This design comes from an exercise in tuning for small area, a short achievable clock period and few clock cycles per item on the open sky130 flow, not from production work.
The RTL was checked by simulation tests, not by an equivalence proof against the original design.
Power is estimated from default activity; no workload was simulated.

## run D
// strict_priority_multi_fifo_core
module strict_priority_multi_fifo_core (
	input  logic        clk,
	input  logic        arst_n,
	input  logic        s_tvalid,
	output logic        s_tready,
	input  logic [23:0] s_tdata,
	input  logic [0:0]  s_tuser,
	output logic        m_tvalid,
	input  logic        m_tready,
	output logic [23:0] m_tdata,
	output logic [2:0]  m_tuser
);
Size in the first run: about 2,800 cells after synthesis, roughly 1,400 flip-flops, ~51,000 um2 of cells after synthesis.
export LEC_CHECK = 0
export CAP_MARGIN = 20
export CORE_MARGIN = 2
export CORE_UTILIZATION = 40
export SETUP_SLACK_MARGIN = 3.2
export SLEW_MARGIN = 20
create_clock -name core_clock -period 6.0 [get_ports {clk}]
run.sh (not shown) runs the stock make flow with config.mk's settings and CLKGATE_MAP_FILE= SYNTH_SCRIPT=/design/flow/synth_recipe.tcl, a recipe that flattens the netlist after the stock synthesis.
Testbench counts of run D, summed over its fixed seeds: cycles 12,008, items 12,000.
Inputs modified between run D and run X:
Settings: a change of SETUP_SLACK_MARGIN from 3.2 to 3.5; a change of CORE_UTILIZATION from 40 to 55.
Results
s_tdata[4] as the critical path launch point was reported by run X, and s_tdata[5] by run D. Average via count per standard cell: run X > run D. Of run D and run X, run X shows the higher post-route cell area, with run D below it. There was hardly any difference in first-pass GRT wire length between run D and run X. From run D to run X the numbers moved as follows: maximum fanout count along the critical path grew by 3, total power grew by 270 uW, routed wire length grew by about 1.8%, met3 capacity usage during global routing grew by 1.8 points. The combined flip-flop and latch cell area on run X is in line with that on run D. Run D has a lower maximum clock skew at final layout than run X. Run X: PASS, flow complete, no timing, DRC or antenna violations. Per the final summary, run D finished and its layout is clean on timing, DRC and antenna. Looking at routability congestion estimate across run D and run X, the one that comes out lower is run D. Re count of hold buffers inserted by post-cts repair: no difference whatsoever between run X and run D.

========
Another version of the RTL of strict_priority_multi_fifo_core (not shown whole).
For scale: roughly 2800 cells after synthesis, about 1400 flip-flops, about 58 I/O pins, ~52000 sq um of cells after synthesis.
export LEC_CHECK = 0
export CAP_MARGIN = 20
export CORE_MARGIN = 2
export CORE_UTILIZATION = 68
export CTS_BUF_LIST = sky130_fd_sc_hd__clkbuf_8
export CTS_CLUSTER_DIAMETER = 60
export CTS_CLUSTER_SIZE = 16
export SETUP_SLACK_MARGIN = 3.5
export SLEW_MARGIN = 20
create_clock -name core_clock -period 6.0 [get_ports {clk}]
Testbench counts at the start, summed over its fixed seeds: cycles 12,008, items 12,000.
Edit:
- CORE_UTILIZATION: 68 -> 72
- CTS_BUF_LIST: sky130_fd_sc_hd__clkbuf_8 -> unset
- CTS_CLUSTER_DIAMETER: 60 -> 90
- CTS_CLUSTER_SIZE: 16 -> 28
Count of clock-buffer cells in the layout fell by 11.
Utilization went up by 3.7 points.
Synthesized area does not change.
Maximum frequency rises by 2.5%.
Clock skew barely changes.
Sequential share of layout area is higher by 0.84 points.
Register-to-register slack improved by 70 ps.
Clock power went down by 5.7%.
Critical path depth does not change.
Cell count is lower by 4.0%.
Non-clock buffer count decreases by 16.

========
red:
The RTL this note starts from:
==> flow/design.v <==
package spmf_pkg;
	localparam int LEVELS      = 5;
	localparam int LEVEL_DEPTH = 16;
	localparam int PAYLOAD_W   = 16;
	localparam logic [2:0] ST_PUSHED   = 3'd0;
	localparam logic [2:0] ST_BAD_PRIO = 3'd1;
	localparam logic [2:0] ST_FULL     = 3'd2;
	localparam logic [2:0] ST_POPPED   = 3'd3;
	localparam logic [2:0] ST_EMPTY    = 3'd4;
	localparam int RES_W = 22;
endpackage
module spmf_ctrl (
	input  logic        clk,
	input  logic        arst_n,
	input  logic [7:0]  prio,
	input  logic        busy_nx,   
	output logic        ready,
	output logic [4:0]  lvl        
);
	always_comb begin
		for (int l = 0; l < 5; l++) begin
			lvl[l] = (prio == 8'(l + 1));
		end
	end
	always_ff @(posedge clk or negedge arst_n) begin
		if (!arst_n) begin
			ready <= 1'b1;
		end else begin
			ready <= !busy_nx;
		end
	end
endmodule
module spmf_ram (
	input  logic        clk,
	input  logic        arst_n,
	input  logic        push,
	input  logic        pop,
	input  logic [15:0] wdata,
	output logic        nonempty,
	output logic        nonempty_nx,
	output logic        full,
	output logic [15:0] rdata
);
	logic [15:0] mem_q [16];
	logic [15:0] ptr_q;
	logic        ne_q;
	always_ff @(posedge clk) begin
		if (push) begin
			mem_q[0] <= wdata;
			for (int i = 1; i < 16; i++) begin
				mem_q[i] <= mem_q[i-1];
			end
		end
	end
	always_ff @(posedge clk or negedge arst_n) begin
		if (!arst_n) begin
			ptr_q <= '0;
			ne_q  <= 1'b0;
		end else if (push) begin
			ptr_q <= {ptr_q[14:0], !ne_q};
			ne_q  <= 1'b1;
		end else if (pop) begin
			ptr_q <= {1'b0, ptr_q[15:1]};
			ne_q  <= !ptr_q[0];
		end
	end
	assign nonempty    = ne_q;
	assign nonempty_nx = push || (ne_q && !(pop && ptr_q[0]));
	assign full     = ptr_q[15];
	always_comb begin
		rdata = '0;
		for (int i = 0; i < 16; i++) begin
			rdata = rdata | (mem_q[i] & {16{ptr_q[i]}});
		end
	end
endmodule
module spmf_dpath (
	input  logic                        clk,
	input  logic                        arst_n,
	input  logic                        exec,
	input  logic                        cmd_pop,
	input  logic [4:0]                  cmd_lvl,
	input  logic [15:0]                 cmd_pay,
	output logic [spmf_pkg::RES_W-1:0]  res
);
	logic [4:0]  ne;
	logic [4:0]  ne_nx;
	logic [4:0]  first_nx;
	logic [4:0]  first_q;
	logic        found_q;
	logic [4:0]  fl;
	logic [15:0] rd [5];
	logic [4:0]  first;    
	logic [4:0]  push;
	logic [4:0]  pop;
	logic        found;
	logic        lvl_full;
	logic        bad;
	logic [15:0] pop_pay;
	logic [2:0]  pop_lvl;
	always_comb begin
		for (int l = 0; l < 5; l++) begin
			first_nx[l] = ne_nx[l];
			for (int k = 0; k < l; k++) begin
				if (ne_nx[k]) first_nx[l] = 1'b0;
			end
		end
	end
	always_ff @(posedge clk or negedge arst_n) begin
		if (!arst_n) begin
			first_q <= '0;
			found_q <= 1'b0;
		end else begin
			first_q <= first_nx;
			found_q <= |ne_nx;
		end
	end
	assign first    = first_q;
	assign found    = found_q;
	assign bad      = ~|cmd_lvl;
	assign lvl_full = |(cmd_lvl & fl);
	assign push     = (exec && !cmd_pop) ? (cmd_lvl & ~fl) : 5'd0;
	assign pop      = (exec && cmd_pop) ? first : 5'd0;
	for (genvar l = 0; l < 5; l++) begin : g_lvl
		spmf_ram u_lvl (
			.clk      (clk),
			.arst_n   (arst_n),
			.push     (push[l]),
			.pop      (pop[l]),
			.wdata    (cmd_pay),
			.nonempty (ne[l]),
			.nonempty_nx (ne_nx[l]),
			.full     (fl[l]),
			.rdata    (rd[l])
		);
	end
	always_comb begin
		pop_pay = '0;
		pop_lvl = '0;
		for (int l = 0; l < 5; l++) begin
			if (first[l]) begin
				pop_pay = pop_pay | rd[l];
				pop_lvl = pop_lvl | 3'(l + 1);
			end
		end
	end
	always_comb begin
		if (cmd_pop) begin
			if (found) res = {spmf_pkg::ST_POPPED, pop_lvl, pop_pay};
			else       res = {spmf_pkg::ST_EMPTY, 19'd0};
		end else if (bad) begin
			res = {spmf_pkg::ST_BAD_PRIO, 19'd0};
		end else if (lvl_full) begin
			res = {spmf_pkg::ST_FULL, 19'd0};
		end else begin
			res = {spmf_pkg::ST_PUSHED, 19'd0};
		end
	end
endmodule
module strict_priority_multi_fifo_core (
	input  logic        clk,
	input  logic        arst_n,
	input  logic        s_tvalid,
	output logic        s_tready,
	input  logic [23:0] s_tdata,
	input  logic [0:0]  s_tuser,
	output logic        m_tvalid,
	input  logic        m_tready,
	output logic [23:0] m_tdata,
	output logic [2:0]  m_tuser
);
	localparam int RW = spmf_pkg::RES_W;
	logic [4:0]    lvl;
	logic          exec;
	logic [RW-1:0] res;
	logic          out_v_q;
	logic [RW-1:0] out_q;
	logic          sk_v_q;
	logic [RW-1:0] sk_q;
	logic          out_load;
	logic          sk_v_nx;
	assign exec     = s_tvalid && s_tready;
	assign out_load = !out_v_q || m_tready;
	assign sk_v_nx  = out_load ? 1'b0 : (sk_v_q || exec);
	spmf_ctrl u_ctrl (
		.clk     (clk),
		.arst_n  (arst_n),
		.prio    (s_tdata[7:0]),
		.busy_nx (sk_v_nx),
		.ready   (s_tready),
		.lvl     (lvl)
	);
	spmf_dpath u_dpath (
		.clk     (clk),
		.arst_n  (arst_n),
		.exec    (exec),
		.cmd_pop (s_tuser[0]),
		.cmd_lvl (lvl),
		.cmd_pay (s_tdata[23:8]),
		.res     (res)
	);
	always_ff @(posedge clk or negedge arst_n) begin
		if (!arst_n) begin
			out_v_q <= 1'b0;
			sk_v_q  <= 1'b0;
		end else begin
			if (out_load) out_v_q <= sk_v_q || exec;
			sk_v_q <= sk_v_nx;
		end
	end
	always_ff @(posedge clk) begin
		if (exec) sk_q <= res;
		if (out_load) out_q <= sk_v_q ? sk_q : res;
	end
	assign m_tvalid = out_v_q;
	assign m_tdata  = {5'd0, out_q[15:0], out_q[18:16]};
	assign m_tuser  = out_q[21:19];
endmodule
Settings: LEC_CHECK=0, CAP_MARGIN=20, CORE_MARGIN=2, CORE_UTILIZATION=65, CTS_CLUSTER_DIAMETER=80, CTS_CLUSTER_SIZE=24, SETUP_SLACK_MARGIN=3.5, SLEW_MARGIN=20; clock period 6.0 ns.
red closes out successfully: all stages finished, all timing, DRC and antenna checks passed.
Testbench counts of red, summed over its fixed seeds: cycles 12,008, items 12,000.
Input changes introduced in blue (baseline for comparison: red):
Settings: CTS_CLUSTER_DIAMETER changed from 80 to 90; CORE_UTILIZATION changed from 65 to 68; CTS_CLUSTER_SIZE changed from 24 to 28.
## What came out
blue vs. red: area overhead of the layout relative to synthesis went down by 2.3 points. Comparing blue against red, there is no change at all in mux share of post-synthesis cell area. Taking red as the reference point, the number of non-clock inverters of blue rises by 3. Compared with red, blue shows a sequential fraction of total cell area that is 1.4 points higher. After detailed routing, red needs more wire than blue. Relative to red, the final cell area reported for blue is lower. Going from red to blue, global-route wire length before repair shrank slightly. Between blue and red, the placed standard-cell area figures differ only marginally.
#### Input delta (green over blue)
Settings: SETUP_SLACK_MARGIN changed from 3.5 to 3.6; CORE_UTILIZATION changed from 68 to 70.
Findings:
- green: no failed stages, no open violations at the end
- Setup total negative slack of blue is on par with green.
- green ended with more total chip power than blue.
- blue reports its type of the tightest min-delay check as input port to asynchronous set/reset pin while green reports flip-flop to flip-flop.
- Final clock period utilization by the worst path: green higher than blue
- Relative area change from synthesis to final layout delta for green relative to blue: 9.7 points higher

## separate check: timing with driven ports
The results above use ideal ports. As a check the final layouts listed here were re-extracted and re-timed, cells and wires unchanged.
Step 1 (the two cells are an assumption about what drives the block):
set clk [get_ports {clk}]
set_driving_cell -lib_cell sky130_fd_sc_hd__clkbuf_16 $clk
set_driving_cell -lib_cell sky130_fd_sc_hd__buf_2 [delete_from_list [all_inputs] $clk]
Step 2, shift: input delay + t, output delay - t, t = (earliest + latest rising clock arrival at the registers) / 2. This alone moves slack from input paths to output paths.
Slacks: ideal / step 1 / step 2; pairs: ideal / step 1.
run	shift t [ns]	setup slack, ns	worst setup path at the end	worst data-port slew with drivers (ns)
run D	0.831	2.950 / 2.987 / 2.156	input to register	0.09
run X	0.822	3.123 / 3.166 / 2.344	input to register	0.04
the first run of note 2	0.816	3.329 / 3.261 / 2.678	input to register	0.17
the second run of note 2	0.729	3.394 / 3.324 / 2.716	input to register	0.23
red	0.723	3.357 / 3.354 / 2.749	input to register	0.17
blue	0.734	3.418 / 3.344 / 2.783	input to register	0.18
green	0.734	3.142 / 3.175 / 2.440	input to register	0.15
After both steps every run listed still meets setup and hold. For run D, which loses most, drivers alone change the setup slack by +0.037 ns; drivers and shift together by -0.794 ns.
